This is an optimization exercise on Yosys and OpenROAD, whose aim is a short achievable clock period and few clock cycles, not a production implementation. In this exercise RTL edits were held to simulation tests only and were not proved equivalent to the original.

==> run a: inputs <==
Design dlx_core, start of the top module:
module dlx_core (
   input  wire        clk,
   input  wire        arst_n,
   output wire        instr_rd_en,
   output wire [19:0] instr_addr,
   input  wire [31:0] instruction,
   output wire        data_rd_en,
   output wire        data_wr_en,
   output wire [31:0] data_addr,
   input  wire [31:0] data_read,
   output wire [31:0] data_write
);
   reg        rd_en_q;       
   reg [19:0] pc_f;          
   reg [19:0] pc_d;          
   reg [19:0] pc_d4;         
   reg        fv_q;          
   reg        fp_q;          
   reg [15:0] fp_imm;        
   reg [3:0]  bt_v;
   reg [19:0] bt_pc  [0:3];
   reg [19:0] bt_tgt [0:3];
   reg [15:0] bt_imm [0:3];
   reg [1:0]  bt_ptr;
   reg        al_q;
   reg [19:0] al_pc, al_tgt;
   reg [15:0] al_imm;
   reg        e_wr, e_load, e_store;
   reg [4:0]  e_rd;
   reg [31:0] e_a;           
   reg [31:0] e_ob;          
   reg [31:0] e_sd;          
   reg [31:0] e_imm;
   reg        e_addi;
   reg        e_sel_add, e_sel_sub, e_sel_and, e_sel_or, e_sel_xor, e_sel_slt;
   reg        e_a_m, e_ob_m, e_sd_m;    
   reg        m_wr, m_load, m_store;
   reg [4:0]  m_rd;
   reg [31:0] m_res, m_sd;
   reg        w_wr, w_load;
   reg [4:0]  w_rd;
   reg [31:0] w_res;
   reg        w_rz;          
   wire [31:0] w_data = w_load ? data_read : w_res;
   wire [31:0] d_w     = instruction;
   wire [19:0] d_pc    = pc_d;
  ...
Settings: LEC_CHECK=0, ABC_CLOCK_PERIOD_IN_PS=2500, CAP_MARGIN=20, CORE_MARGIN=2, CORE_UTILIZATION=40, PLACE_DENSITY=0.55, SLEW_MARGIN=20, SYNTH_HIERARCHICAL=1, SYNTH_MINIMUM_KEEP_SIZE=0, TNS_END_PERCENT=100; clock period 9.0 ns.
standard.sh (not shown) runs the stock make flow with config.mk's settings and CLKGATE_MAP_FILE= SYNTH_SCRIPT=/design/flow/synth_recipe.tcl, a recipe that flattens the netlist after the stock synthesis.
==> flow/flow/run.sh <==
#!/bin/bash
# The standard layout (standard.sh), with timing repair asked to
# aim for more setup slack than the flow settings allow (margin 6.3 ns)
set -euo pipefail
bash standard.sh SETUP_SLACK_MARGIN=6.3 finish > flow_make.log 2>&1
==> inputs of run b, as changes to run a <==
--- a/flow/design.v
+++ b/flow/design.v
@@ -100,32 +100,21 @@
    output wire [31:0] rd_data_b,
    input  wire        wr_en,
    input  wire [4:0]  wr_addr,
    input  wire [31:0] wr_data
 );
-   reg [31:0] regs [1:31];
-   reg [31:1] written;
+   reg  [31:0] regs [1:31];
+   wire [31:0] val  [0:31];
+   assign val[0] = 32'd0;
    genvar i;
    generate
       for (i = 1; i < 32; i = i + 1) begin : g_reg
          always @(posedge clk) begin
-            if (wr_en && wr_addr == i) regs[i] <= wr_data;
+            if (!arst_n)                        regs[i] <= 32'd0;
+            else if (wr_en && wr_addr == i)     regs[i] <= wr_data;
          end
-      end
-   endgenerate
-   always @(posedge clk or negedge arst_n) begin
-      if (!arst_n) begin
-         written <= '0;
-      end else if (wr_en && wr_addr != 5'd0) begin
-         written[wr_addr] <= 1'b1;
-      end
-   end
-   wire [31:0] val [0:31];
-   assign val[0] = 32'd0;
-   generate
-      for (i = 1; i < 32; i = i + 1) begin : g_val
-         assign val[i] = written[i] ? regs[i] : 32'd0;
+         assign val[i] = regs[i];
       end
    endgenerate
    assign rd_data_a = val[rd_addr_a];
    assign rd_data_b = val[rd_addr_b];
 endmodule
@@ -193,11 +182,13 @@
    reg [31:0] e_a;           
    reg [31:0] e_ob;          
    reg [31:0] e_sd;          
    reg [31:0] e_imm;
    reg        e_addi;
-   reg        e_sel_add, e_sel_sub, e_sel_and, e_sel_or, e_sel_xor, e_sel_slt;
+   reg        e_sel_and, e_sel_or, e_sel_xor, e_sel_slt;
+   reg        e_s_add_d, e_s_add_am, e_s_add_bm, e_s_add_mm;
+   reg        e_s_sub_d, e_s_sub_am, e_s_sub_bm;
    reg        e_a_m, e_ob_m, e_sd_m;    
    reg        m_wr, m_load, m_store;
    reg [4:0]  m_rd;
    reg [31:0] m_res, m_sd;
    reg        w_wr, w_load;
@@ -231,22 +222,22 @@
    wire d_beqz  = (d_op == 6'h04);
    wire d_bnez  = (d_op == 6'h05);
    wire d_br    = (d_beqz | d_bnez) & (d_w[15:0] != 16'd0);
    wire [4:0] d_rd = d_rtype ? d_rdr : d_rs2;
    wire d_wr    = (d_alur | d_addi | d_lw) & (d_rd != 5'd0);
-   wire d_use1  = (d_alur | d_addi | d_lw | d_sw | d_br) & (d_rs1 != 5'd0);
-   wire d_use2  = (d_alur | d_sw) & (d_rs2 != 5'd0);
    wire d_e1 = e_wr & (e_rd == d_rs1);
    wire d_m1 = m_wr & (m_rd == d_rs1);
    wire d_w1 = w_wr & (w_rd == d_rs1);
    wire d_e2 = e_wr & (e_rd == d_rs2);
    wire d_m2 = m_wr & (m_rd == d_rs2);
    wire d_w2 = w_wr & (w_rd == d_rs2);
    wire d_haz1 = (e_load & d_e1) | (m_load & d_m1);
    wire d_haz2 = (e_load & d_e2) | (m_load & d_m2);
    wire d_bhaz = (d_e1 & ~e_addi) | (w_load & d_w1);
-   wire stall  = d_v & ((d_use1 & d_haz1) | (d_use2 & d_haz2) | (d_br & d_bhaz));
+   wire d_rd2   = d_rtype | d_sw;
+   wire d_rd1   = ~((d_beqz | d_bnez) & ~d_br);
+   wire stall  = d_v & ((d_rd1 & d_haz1) | (d_rd2 & d_haz2) | (d_br & d_bhaz));
    wire [19:0] d_target = d_pc4 + d_imm[19:0];
    wire [31:0] rf_a, rf_b;
    reg_file reg_file_i (
       .clk       (clk),
       .arst_n    (arst_n),
@@ -272,34 +263,44 @@
    end
    wire [31:0] zvec = {zflag, 1'b1};
    wire [31:0] x_a  = e_a_m  ? m_res : e_a;
    wire [31:0] x_ob = e_ob_m ? m_res : e_ob;
    wire [31:0] x_sd = e_sd_m ? m_res : e_sd;
-   wire [31:0] x_sum, x_diff;
-   ks_add32 add_i (.a(x_a), .b(x_ob),  .ci(1'b0), .s(x_sum));
-   ks_add32 sub_i (.a(x_a), .b(~x_ob), .ci(1'b1), .s(x_diff));
-   wire        x_lt   = (x_a[31] != x_ob[31]) ? x_a[31] : x_diff[31];
-   wire [31:0] x_res  = ({32{e_sel_add}} & x_sum) |
-                        ({32{e_sel_sub}} & x_diff) |
-                        ({32{e_sel_and}} & (x_a & x_ob)) |
-                        ({32{e_sel_or}}  & (x_a | x_ob)) |
-                        ({32{e_sel_xor}} & (x_a ^ x_ob)) |
-                        {31'd0, e_sel_slt & x_lt};
+   wire [31:0] sum_d, sum_am, sum_bm, dif_d, dif_am, dif_bm;
+   ks_add32 add_d  (.a(e_a),   .b(e_ob),   .ci(1'b0), .s(sum_d));
+   ks_add32 add_am (.a(m_res), .b(e_ob),   .ci(1'b0), .s(sum_am));
+   ks_add32 add_bm (.a(e_a),   .b(m_res),  .ci(1'b0), .s(sum_bm));
+   ks_add32 sub_d  (.a(e_a),   .b(~e_ob),  .ci(1'b1), .s(dif_d));
+   ks_add32 sub_am (.a(m_res), .b(~e_ob),  .ci(1'b1), .s(dif_am));
+   ks_add32 sub_bm (.a(e_a),   .b(~m_res), .ci(1'b1), .s(dif_bm));
+   wire        x_dif31 = e_a_m ? (~e_ob_m & dif_am[31]) : (e_ob_m ? dif_bm[31] : dif_d[31]);
+   wire        x_lt    = (x_a[31] != x_ob[31]) ? x_a[31] : x_dif31;
+   wire [31:0] x_res   = ({32{e_s_add_d}}  & sum_d)  |
+                         ({32{e_s_add_am}} & sum_am) |
+                         ({32{e_s_add_bm}} & sum_bm) |
+                         ({32{e_s_add_mm}} & {m_res[30:0], 1'b0}) |
+                         ({32{e_s_sub_d}}  & dif_d)  |
+                         ({32{e_s_sub_am}} & dif_am) |
+                         ({32{e_s_sub_bm}} & dif_bm) |
+                         ({32{e_sel_and}} & (x_a & x_ob)) |
+                         ({32{e_sel_or}}  & (x_a | x_ob)) |
+                         ({32{e_sel_xor}} & (x_a ^ x_ob)) |
+                         {31'd0, e_sel_slt & x_lt};
    wire x_zero_m = ((m_res ^ e_imm) == {m_res[30:0] | e_imm[30:0], 1'b0});
    wire x_zero_d = ((e_a   ^ e_imm) == {e_a[30:0]   | e_imm[30:0], 1'b0});
    wire x_zero   = e_a_m ? x_zero_m : x_zero_d;
    wire m_zero     = (m_res == 32'd0);
    wire d_zero_o = d_m1 ? m_zero : (d_w1 ? w_rz : zvec[d_rs1]);
    wire d_zero   = d_e1 ? x_zero : d_zero_o;
    wire d_go      = d_v & ~stall;
    wire d_imm_ok  = (d_w[15:0] == d_fpimm);
    wire d_tk1     = d_br & d_beqz;      
    wire d_tk0     = d_br & d_bnez;      
-   wire d_redir1  = d_go & (d_fp ? ~(d_tk1 & d_imm_ok) : d_tk1);
-   wire d_redir0  = d_go & (d_fp ? ~(d_tk0 & d_imm_ok) : d_tk0);
-   wire d_alloc1  = d_go & d_tk1 & ~d_fp;
-   wire d_alloc0  = d_go & d_tk0 & ~d_fp;
+   wire d_redir1  = d_v & (d_fp ? ~(d_tk1 & d_imm_ok) : d_tk1);
+   wire d_redir0  = d_v & (d_fp ? ~(d_tk0 & d_imm_ok) : d_tk0);
+   wire d_alloc1  = d_v & d_tk1 & ~d_fp;
+   wire d_alloc0  = d_v & d_tk0 & ~d_fp;
    wire [3:0] bt_hit;
    genvar gi;
    generate
       for (gi = 0; gi < 4; gi = gi + 1) begin : g_bt
          assign bt_hit[gi] = bt_v[gi] & (bt_pc[gi] == pc_f);
@@ -309,13 +310,13 @@
    wire [19:0] bp_tgt = ({20{bt_hit[0]}} & bt_tgt[0]) | ({20{bt_hit[1]}} & bt_tgt[1]) |
                         ({20{bt_hit[2]}} & bt_tgt[2]) | ({20{bt_hit[3]}} & bt_tgt[3]);
    wire [15:0] bp_imm = ({16{bt_hit[0]}} & bt_imm[0]) | ({16{bt_hit[1]}} & bt_imm[1]) |
                         ({16{bt_hit[2]}} & bt_imm[2]) | ({16{bt_hit[3]}} & bt_imm[3]);
    wire [19:0] pc_f4 = pc_f + 20'd4;
-   wire [19:0] pc_nored = stall ? d_pc : (bp_hit ? bp_tgt : pc_f4);
-   wire [19:0] pc_next1 = d_redir1 ? (d_tk1 ? d_target : d_pc4) : pc_nored;
-   wire [19:0] pc_next0 = d_redir0 ? (d_tk0 ? d_target : d_pc4) : pc_nored;
+   wire [19:0] pc_seq   = bp_hit ? bp_tgt : pc_f4;
+   wire [19:0] pc_next1 = d_redir1 ? (d_tk1 ? d_target : d_pc4) : pc_seq;
+   wire [19:0] pc_next0 = d_redir0 ? (d_tk0 ? d_target : d_pc4) : pc_seq;
    always @(posedge clk or negedge arst_n) begin
       if (!arst_n) begin
          bt_v   <= 4'd0;
          bt_ptr <= 2'd0;
       end else if (al_q) begin
@@ -325,11 +326,11 @@
    end
    always @(posedge clk or negedge arst_n) begin
       if (!arst_n) begin
          al_q <= 1'b0;
       end else begin
-         al_q <= d_zero ? d_alloc1 : d_alloc0;
+         al_q <= ~stall & (d_zero ? d_alloc1 : d_alloc0);
       end
    end
    always @(posedge clk) begin
       al_pc  <= d_pc;
       al_tgt <= d_target;
@@ -350,12 +351,13 @@
       end
    end
    always @(posedge clk) begin
       pc_d  <= pc_f;
       pc_d4 <= pc_f4;
-      if (!rd_en_q) pc_f <= 20'd0;
-      else          pc_f <= d_zero ? pc_next1 : pc_next0;
+      if (!rd_en_q)   pc_f <= 20'd0;
+      else if (stall) pc_f <= d_pc;
+      else            pc_f <= d_zero ? pc_next1 : pc_next0;
    end
    always @(posedge clk) begin
       fp_q   <= bp_hit;
       fp_imm <= bp_imm;
    end
@@ -375,12 +377,17 @@
       e_a       <= d_a;
       e_ob      <= d_rtype ? d_b : d_imm;
       e_sd      <= d_b;
       e_imm     <= d_imm;
       e_addi    <= d_addi;
-      e_sel_add <= ~d_rtype | d_f_add;
-      e_sel_sub <= d_rtype & d_f_sub;
+      e_s_add_d  <= (~d_rtype | d_f_add) & ~d_e1 & ~(d_rtype & d_e2);
+      e_s_add_am <= (~d_rtype | d_f_add) & d_e1 & ~(d_rtype & d_e2);
+      e_s_add_bm <= (~d_rtype | d_f_add) & ~d_e1 & (d_rtype & d_e2);
+      e_s_add_mm <= d_rtype & d_f_add & d_e1 & d_e2;
+      e_s_sub_d  <= d_rtype & d_f_sub & ~d_e1 & ~d_e2;
+      e_s_sub_am <= d_rtype & d_f_sub & d_e1 & ~d_e2;
+      e_s_sub_bm <= d_rtype & d_f_sub & ~d_e1 & d_e2;
       e_sel_and <= d_rtype & d_f_and;
       e_sel_or  <= d_rtype & d_f_or;
       e_sel_xor <= d_rtype & d_f_xor;
       e_sel_slt <= d_rtype & d_f_slt;
       e_a_m     <= d_e1;
Settings changed: CORE_UTILIZATION 40 to 30, PLACE_DENSITY 0.55 to 0.45.
==> summary of the runs <==
- Run b completed with no timing, DRC or antenna violations. Run a died in global routing.
- Between run b and run a, the lower synthesized area is in run a (gap 9.8%, measured against run a).
- In run b the synthesized cell count is higher than in run a, by 39%.
Testbench counts of run a, summed over its fixed seeds: cycles 21,625.
Testbench counts of run b, summed over its fixed seeds: cycles 21,625.

port drivers added, routing unchanged:
The results above use ideal ports. As a check the final layout listed here was re-extracted and re-timed, cells and wires unchanged. Step 1, drivers: a clkbuf_16 drives clk and a buf_2 each remaining input, both assumed. Step 2 times the ports against the registers' clock, not the clock port: input delays grow and output delays shrink by t, the midpoint of the rising clock arrivals with the driver on. Three values: ideal ports, drivers, drivers and shift; two values: the first two.
run: run b
t, ns: 1.014
setup WS [ns]: 5.343 / 5.088 / 4.075
worst setup path after step 2: input to register
clock arrival spread, ns: 0.085 / 0.085
worst slew at a driven data input, ns: 0.56
After both steps run b still meets setup and hold. The setup slack of run b moves by -0.255 ns with the drivers and by -1.268 ns with both steps.
